From an optimization exercise on the open Yosys and OpenROAD flow, aimed at small area, a short achievable clock period and few clock cycles per item; shortcuts taken in it are not production practice. In this exercise RTL edits were held to simulation tests only and were not proved equivalent to the original. No activity file was given, so power comes from the tool's default toggle rates.

==> build 84 <==
==> flow/design.v <==
`timescale 1ns/1ps
package rv_pkg;
  typedef logic [32-1:0]          word_t;      
  typedef logic [$clog2(32)-1:0] reg_addr_t;  
  typedef logic [3:0]                   alu_op_t;    
  typedef logic [2:0]                   funct3_t;
  typedef enum logic [1:0] {
    IDLE,
    EXEC,
    ACK
  } ctrl_state_e;
endpackage
`timescale 1ns/1ps
module rv_decoder (
  input  rv_pkg::word_t instr,
  output logic          legal_wb,    
  output logic          illegal,
  output logic          use_imm,
  output rv_pkg::word_t imm,
  output logic          a_zero,      
  output logic          b_inv,       
  output logic          sra,
  output logic [7:0]    res_sel,     
  output logic [2:0]    br_sel,      
  output logic          br_neg
);
  logic [6:0] opcode;
  logic [2:0] funct3;
  logic [6:0] funct7;
  logic       is_r;
  logic       is_i;
  logic       is_u;
  logic       is_b;
  logic       alt;
  logic       f7_zero;
  logic       f7_alt;
  logic       alu_ok;
  assign opcode  = instr[6:0];
  assign funct3  = instr[14:12];
  assign funct7  = instr[31:25];
  assign f7_zero = (funct7 == 7'h00);
  assign f7_alt  = (funct7 == 7'h20);
  assign is_r = (opcode == 7'h33);
  assign is_i = (opcode == 7'h13);
  assign is_u = (opcode == 7'h37);
  assign is_b = (opcode == 7'h63);
  always_comb begin
    if (is_r) begin
      alu_ok = f7_zero || (f7_alt && (funct3 == 3'h0 || funct3 == 3'h5));
    end else begin
      alu_ok = !(funct3 == 3'h1 && !f7_zero) && !(funct3 == 3'h5 && !f7_zero && !f7_alt);
    end
  end
  assign alt      = funct7[5] && (is_r || funct3 == 3'h5);    
  assign legal_wb = ((is_r || is_i) && alu_ok) || is_u;
  assign illegal  = !(legal_wb || (is_b && funct3[2:1] != 2'b01));
  assign use_imm = !is_r && !is_b;
  assign imm     = is_u ? {instr[31:12], 12'b0} : {{20{instr[31]}}, instr[31:20]};
  assign a_zero  = is_u;
  assign b_inv   = is_b || ((is_r || is_i) && (funct3 == 3'h2 || funct3 == 3'h3)) ||
                   (is_r && funct3 == 3'h0 && alt);
  assign sra     = alt;
  always_comb begin
    res_sel = '0;
    if (is_u) begin
      res_sel[0] = 1'b1;
    end else begin
      case (funct3)
        3'h0: res_sel[0] = 1'b1;
        3'h1: res_sel[5] = 1'b1;
        3'h2: res_sel[6] = 1'b1;
        3'h3: res_sel[7] = 1'b1;
        3'h4: res_sel[1] = 1'b1;
        3'h5: res_sel[4] = 1'b1;
        3'h6: res_sel[2] = 1'b1;
        default: res_sel[3] = 1'b1;
      endcase
    end
  end
  assign br_sel[0] = is_b && (funct3[2:1] == 2'b00);
  assign br_sel[1] = is_b && (funct3[2:1] == 2'b10);
  assign br_sel[2] = is_b && (funct3[2:1] == 2'b11);
  assign br_neg    = funct3[0];
endmodule
`timescale 1ns/1ps
module rv_rdport (
  input  rv_pkg::reg_addr_t                 ra,
  input  logic                              kill,    
  input  logic [32-1:0][32-1:0] r,      
  input  logic [32-1:0]              v,       
  output rv_pkg::word_t                     rdata
);
  logic [3:0]                   hi;
  logic [7:0]                   lo;
  logic [32-1:0]         sel;
  logic [3:0][32-1:0]     bank;
  logic [3:0]                   vbank;
  always_comb begin
    for (int j = 0; j < 4; j++) hi[j] = (ra[4:3] == j[1:0]);
    for (int i = 0; i < 8; i++) lo[i] = (ra[2:0] == i[2:0]);
    for (int n = 0; n < 32; n++) sel[n] = hi[n / 8] && lo[n % 8];
    for (int j = 0; j < 4; j++) begin
      bank[j]  = '0;
      vbank[j] = 1'b0;
      for (int i = 0; i < 8; i++) begin
        bank[j]  = bank[j] | ({32{sel[8*j+i]}} & r[8*j+i]);
        vbank[j] = vbank[j] | (sel[8*j+i] && v[8*j+i]);
      end
    end
  end
  assign rdata = (bank[0] | bank[1] | bank[2] | bank[3]) &
                 {32{(|vbank) && !kill}};
endmodule
module rv_regfile (
  input  logic              clk,
  input  logic              rst,
  input  rv_pkg::reg_addr_t raddr1,
  input  rv_pkg::reg_addr_t raddr2,
  input  logic              we,
  input  rv_pkg::reg_addr_t waddr,
  input  rv_pkg::word_t     wdata,
  input  logic              rd1_kill,    
  output rv_pkg::word_t     rdata1,
  output rv_pkg::word_t     rdata2
);
  logic [32-1:0][32-1:0] regs;
  logic [32-1:1]               valid;
  logic [32-1:1]               wsel;
  always_comb begin
    for (int i = 1; i < 32; i++) begin
      wsel[i] = we && (waddr == i[4:0]);
    end
  end
  rv_rdport rv_rdport1 (
    .ra    (raddr1),
    .kill  (rd1_kill),
    .r     (regs),
    .v     ({valid, 1'b0}),
    .rdata (rdata1)
  );
  rv_rdport rv_rdport2 (
    .ra    (raddr2),
    .kill  (1'b0),
    .r     (regs),
    .v     ({valid, 1'b0}),
    .rdata (rdata2)
  );
  always_ff @(posedge clk) begin
    if (rst) begin
      valid <= '0;
    end else begin
      valid <= valid | wsel;
    end
  end
  assign regs[0] = '0;
  for (genvar g = 1; g < 32; g++) begin : g_reg
    always_ff @(posedge clk) begin
      if (wsel[g]) begin
        regs[g] <= wdata;
      end
    end
  end
endmodule
`timescale 1ns/1ps
module rv_alu_pre (
  input  rv_pkg::word_t a,
  input  rv_pkg::word_t b,
  input  logic          cin,
  input  logic          sra,
  input  logic          sll,
  input  logic          shift,       
  input  logic [2:0]    logic_sel,   
  output logic [39:0]   s,           
  output logic [7:0]    prop,        
  output logic          sgn_x,       
  output rv_pkg::word_t part,        
  output logic          fill
);
  rv_pkg::word_t t;
  rv_pkg::word_t lres;
  rv_pkg::word_t st;
  assign s[4:0]   = {1'b0, a[3:0]} + {1'b0, b[3:0]} + {4'b0, cin};
  assign prop[0]  = &(a[3:0] ^ b[3:0]);
  for (genvar k = 1; k < 8; k++) begin : g_chunk
    assign s[5*k+4 -: 5] = {1'b0, a[4*k+3 -: 4]} + {1'b0, b[4*k+3 -: 4]};
    assign prop[k]       = &(a[4*k+3 -: 4] ^ b[4*k+3 -: 4]);
  end
  assign sgn_x = a[31] ^ b[31];
  assign fill  = sra && a[31];
  for (genvar g = 0; g < 32; g++) begin : g_rev
    assign t[g] = sll ? a[32-1-g] : a[g];
  end
  assign st = rv_pkg::word_t'($signed({fill, t}) >>> {b[4:3], 3'b000});
  assign lres = ({32{logic_sel[0]}} & (a ^ b))
              | ({32{logic_sel[1]}} & (a | b))
              | ({32{logic_sel[2]}} & (a & b));
  assign part = shift ? st : lres;
endmodule
module rv_alu_post (
  input  logic [39:0]   s,
  input  logic [7:0]    prop,        
  input  rv_pkg::word_t part,
  input  logic          fill,
  input  logic [2:0]    shamt_lo,    
  input  logic          sll,
  input  logic          use_sum,
  input  logic [1:0]    lt_bit,      
  input  logic [1:0]    tk,          
  input  logic          beq,         
  input  logic          bneg,        
  output rv_pkg::word_t result,
  output logic          taken
);
  logic [8:0]    c;           
  rv_pkg::word_t sum;
  rv_pkg::word_t y;
  rv_pkg::word_t sh;
  rv_pkg::word_t oth;
  assign c[1] = s[4];
  for (genvar k = 1; k < 8; k++) begin : g_carry
    assign c[k+1] = s[5*k+4] || (prop[k] && c[k]);
  end
  assign sum[3:0] = s[3:0];
  for (genvar k = 1; k < 8; k++) begin : g_inc
    logic [3:0] ones;    
    assign ones[0] = 1'b1;
    for (genvar i = 1; i < 4; i++) begin : g_ones
      assign ones[i] = ones[i-1] && s[5*k+i-1];
    end
    assign sum[4*k+3 -: 4] = s[5*k+3 -: 4] ^ ({4{c[k]}} & ones);
  end
  assign y = rv_pkg::word_t'($signed({fill, part}) >>> shamt_lo);
  for (genvar g = 0; g < 32; g++) begin : g_rev
    assign sh[g] = sll ? y[32-1-g] : y[g];
  end
  assign oth    = {sh[31:1], sh[0] | lt_bit[c[8]]};
  assign result = use_sum ? sum : oth;
  assign taken  = beq ? ((&prop) ^ bneg) : tk[c[8]];
endmodule
`timescale 1ns/1ps
module rv_exec_ctrl (
  input  logic clk,
  input  logic rst,
  input  logic req,
  output logic ack,
  output logic wb_now
);
  assign wb_now = ack && !req;
  always_ff @(posedge clk) begin
    if (rst) begin
      ack <= 1'b0;
    end else begin
      ack <= req;
    end
  end
endmodule
`timescale 1ns/1ps
module rv_exec_top (
  input  logic              clk,
  input  logic              rst,
  input  rv_pkg::word_t     instr,
  input  logic              req,
  output logic              ack,
  output rv_pkg::word_t     wb_data,
  output rv_pkg::reg_addr_t wb_rd,
  output logic              wb_en,
  output logic              br_taken,
  output logic              illegal
);
  logic            wb_now;
  logic            d_legal_wb;
  logic            d_illegal;
  logic            d_use_imm;
  rv_pkg::word_t   d_imm;
  logic            d_a_zero;
  logic            d_b_inv;
  logic            d_sra;
  logic [7:0]      d_res_sel;
  logic [2:0]      d_br_sel;
  logic            d_br_neg;
  rv_pkg::word_t   rd1;
  rv_pkg::word_t   rd2;
  rv_pkg::word_t   a_d;
  rv_pkg::word_t   b_d;
  logic [39:0]     p_s;
  logic [7:0]      p_prop;
  logic [1:0]      p_lt_bit;
  logic [1:0]      p_tk;
  logic            p_sgn_x;
  rv_pkg::word_t   p_part;
  logic            p_fill;
  logic [39:0]     q_s;
  logic [7:0]      q_prop;
  logic            q_beq;
  logic            q_bneg;
  logic [1:0]      q_lt_bit;
  logic [1:0]      q_tk;
  rv_pkg::word_t   q_part;
  logic            q_fill;
  logic [2:0]      q_shamt_lo;
  logic            q_sll;
  logic            q_use_sum;
  rv_exec_ctrl rv_exec_ctrl_inst (
    .clk     (clk),
    .rst     (rst),
    .req     (req),
    .ack     (ack),
    .wb_now  (wb_now)
  );
  rv_decoder rv_decoder_inst (
    .instr    (instr),
    .legal_wb (d_legal_wb),
    .illegal  (d_illegal),
    .use_imm  (d_use_imm),
    .imm      (d_imm),
    .a_zero   (d_a_zero),
    .b_inv    (d_b_inv),
    .sra      (d_sra),
    .res_sel  (d_res_sel),
    .br_sel   (d_br_sel),
    .br_neg   (d_br_neg)
  );
  rv_regfile rv_regfile_inst (
    .clk      (clk),
    .rst      (rst),
    .raddr1   (instr[19:15]),
    .raddr2   (instr[24:20]),
    .we       (wb_now && wb_en),
    .waddr    (wb_rd),
    .wdata    (wb_data),
    .rd1_kill (d_a_zero),
    .rdata1   (rd1),
    .rdata2   (rd2)
  );
  assign a_d = rd1;
  assign b_d = (d_use_imm ? d_imm : rd2) ^ {32{d_b_inv}};
  rv_alu_pre rv_alu_pre_inst (
    .a         (a_d),
    .b         (b_d),
    .cin       (d_b_inv),
    .sra       (d_sra),
    .sll       (d_res_sel[5]),
    .shift     (d_res_sel[4] || d_res_sel[5]),
    .logic_sel (d_res_sel[3:1]),
    .s         (p_s),
    .prop      (p_prop),
    .sgn_x     (p_sgn_x),
    .part      (p_part),
    .fill      (p_fill)
  );
  always_comb begin
    for (int co = 0; co < 2; co++) begin
      p_lt_bit[co] = (d_res_sel[6] && (co[0] ^ p_sgn_x)) || (d_res_sel[7] && !co[0]);
      p_tk[co]     = ((d_br_sel[1] && (co[0] ^ p_sgn_x)) || (d_br_sel[2] && !co[0])) ^
                     (d_br_neg && (d_br_sel[2:1] != 2'b00));
    end
  end
  always_ff @(posedge clk) begin
    q_s        <= p_s;
    q_part     <= p_part;
    q_fill     <= p_fill;
    q_shamt_lo <= (d_res_sel[4] || d_res_sel[5]) ? b_d[2:0] : 3'b000;
    q_sll      <= d_res_sel[5];
    q_use_sum  <= d_res_sel[0];
    q_prop     <= p_prop;
    q_lt_bit   <= p_lt_bit;
    q_tk       <= p_tk;
    q_beq      <= d_br_sel[0];
    q_bneg     <= d_br_neg;
    wb_rd      <= instr[11:7];
    wb_en      <= d_legal_wb;
    illegal    <= d_illegal;
  end
  rv_alu_post rv_alu_post_inst (
    .s        (q_s),
    .prop     (q_prop),
    .part     (q_part),
    .fill     (q_fill),
    .shamt_lo (q_shamt_lo),
    .sll      (q_sll),
    .use_sum  (q_use_sum),
    .lt_bit   (q_lt_bit),
    .tk       (q_tk),
    .beq      (q_beq),
    .bneg     (q_bneg),
    .result   (wb_data),
    .taken    (br_taken)
  );
endmodule
==> flow/run.sh <==
#!/bin/bash
# synth_recipe.tcl (not shown) runs the flow's synth.tcl, then flattens the netlist and writes it again
# the make line also repeats each setting of config.mk as NAME=value (left out here)
make -C /OpenROAD-flow-scripts/flow DESIGN_CONFIG=/design/flow/config.mk WORK_HOME=/design/flow/orfs CLKGATE_MAP_FILE= SYNTH_SCRIPT=/design/flow/synth_recipe.tcl finish
==> flow/config.mk <==
export PLATFORM = sky130hd
export DESIGN_NAME = rv_exec_top
export DESIGN_NICKNAME = rv_exec_top
export VERILOG_FILES = /design/flow/design.v
export SDC_FILE = /design/flow/constraint.sdc
export NUM_CORES = 4
export LEC_CHECK = 0
export CAP_MARGIN = 20
export CORE_MARGIN = 2
export CORE_UTILIZATION = 40
export SLEW_MARGIN = 20
==> flow/constraint.sdc <==
create_clock -name core_clock -period 10.0 [get_ports {clk}]
set_input_delay 2.0000 -clock core_clock [delete_from_list [all_inputs] [get_ports {clk}]]
set_output_delay 2.0000 -clock core_clock [all_outputs]
set_load 0.01 [all_outputs]
==> trial 78 (differences from build 84) <==
--- a/flow/config.mk
+++ b/flow/config.mk
@@ -9,3 +9,5 @@
 export CORE_MARGIN = 2
 export CORE_UTILIZATION = 40
+export SETUP_SLACK_MARGIN = 5
 export SLEW_MARGIN = 20
+export TNS_END_PERCENT = 100
==> summary.txt <==
Between trial 78 and build 84, the lower hold slack is in trial 78 (gap 5.4 ps).
Sequential power is about the same in build 84 and trial 78.
In area after synthesis, build 84 and trial 78 do not differ.
Between build 84 and trial 78, the lower clock-buffer cell count is in build 84 (gap 13).
In trial 78 the clock power is larger than in build 84, by about 3%.
In trial 78 the clock skew is higher than in build 84, by 15 ps.
Between build 84 and trial 78, the lower critical path depth is in trial 78 (gap 1).
Trial 78 finished clean. Build 84 ran to the end with no violations.
Of trial 78 and build 84, trial 78 has the higher first-iteration DRC count (gap about 6%, measured against build 84).
Between build 84 and trial 78, the lower design area is in build 84 (gap 8.1%, measured against trial 78).
Against build 84, the utilization of trial 78 is higher by 4.1 points.
==> figures <==
Buffer count excluding the clock tree in the final layout: build 84 274; trial 78 583
Relative contribution of the clock network to total power: build 84 0.412; trial 78 0.406
Sequential Power Share: build 84 0.491; trial 78 0.467
Postcts setup bufs: build 84 0; trial 78 227
Sort of element at the start of the critical path: build 84 input port; trial 78 flop
Vias per cell: build 84 7.538; trial 78 7.601
Total number of vias: build 84 46071; trial 78 48842
Static Leakage: build 84 0.02074 uW; trial 78 0.02345 uW
Global routing usage on met2: build 84 0.5373; trial 78 0.5670
Estimated wirelength of the detail-placed design: build 84 157.1 mm; trial 78 163.4 mm
Status: build 84 complete, no violations; trial 78 complete, no violations
Post-cts resize count: build 84 0; trial 78 530
Total length of routed met3 wires: build 84 47.95 mm; trial 78 55.03 mm
Multi-input gate area: build 84 19330 um2; trial 78 20700 um2
Worst Setup Slack post-DPL: build 84 2429 ps; trial 78 2380 ps
Count of routing violations after the opening detailed-route iteration: build 84 11187; trial 78 11840
Launch point of the worst reg-to-reg path: build 84 rv_regfile_inst.valid[4]; trial 78 rv_regfile_inst.valid[24]
Required arrival time at the worst endpoint: build 84 10580 ps; trial 78 8000 ps
Met2 WL post-DR: build 84 106.7 mm; trial 78 112.6 mm
Clock buf count: build 84 126; trial 78 139
Buffers plus inverters on the worst setup path: build 84 1; trial 78 2
Testbench counts of build 84, summed over its fixed seeds: cycles 32,000, instrs 16,000.
Testbench counts of trial 78, summed over its fixed seeds: cycles 32,000, instrs 16,000.

static timing again, ports no longer ideal:
Ports are ideal in the flow. The routed layouts listed here were re-timed in OpenROAD. Step 1: set_driving_cell puts a clkbuf_16 on clk and a buf_2 on each other input, an assumption about the parent block. Step 2 also shifts input and output timing later by t, the mid clock arrival at the registers, as if the neighbouring blocks saw the same clock. Three values: no drivers, after step 1, after step 2; two values: the first two.
run | t (ns) | setup WS [ns] | hold slack, ns | slew at the worst register clock pin (ns) | worst data-port slew with drivers (ns)
build 84 | 0.811 | 2.500 / 2.548 / 1.737 | 0.511 / 0.511 / 0.511 | 0.07 / 0.07 | 0.06
trial 78 | 0.838 | 4.790 / 4.712 / 4.099 | 0.505 / 0.505 / 0.505 | 0.07 / 0.07 | 0.08
After both steps setup and hold are still met in every run listed. For build 84, which loses most, drivers alone change the setup slack by +0.048 ns; drivers and shift together by -0.763 ns.
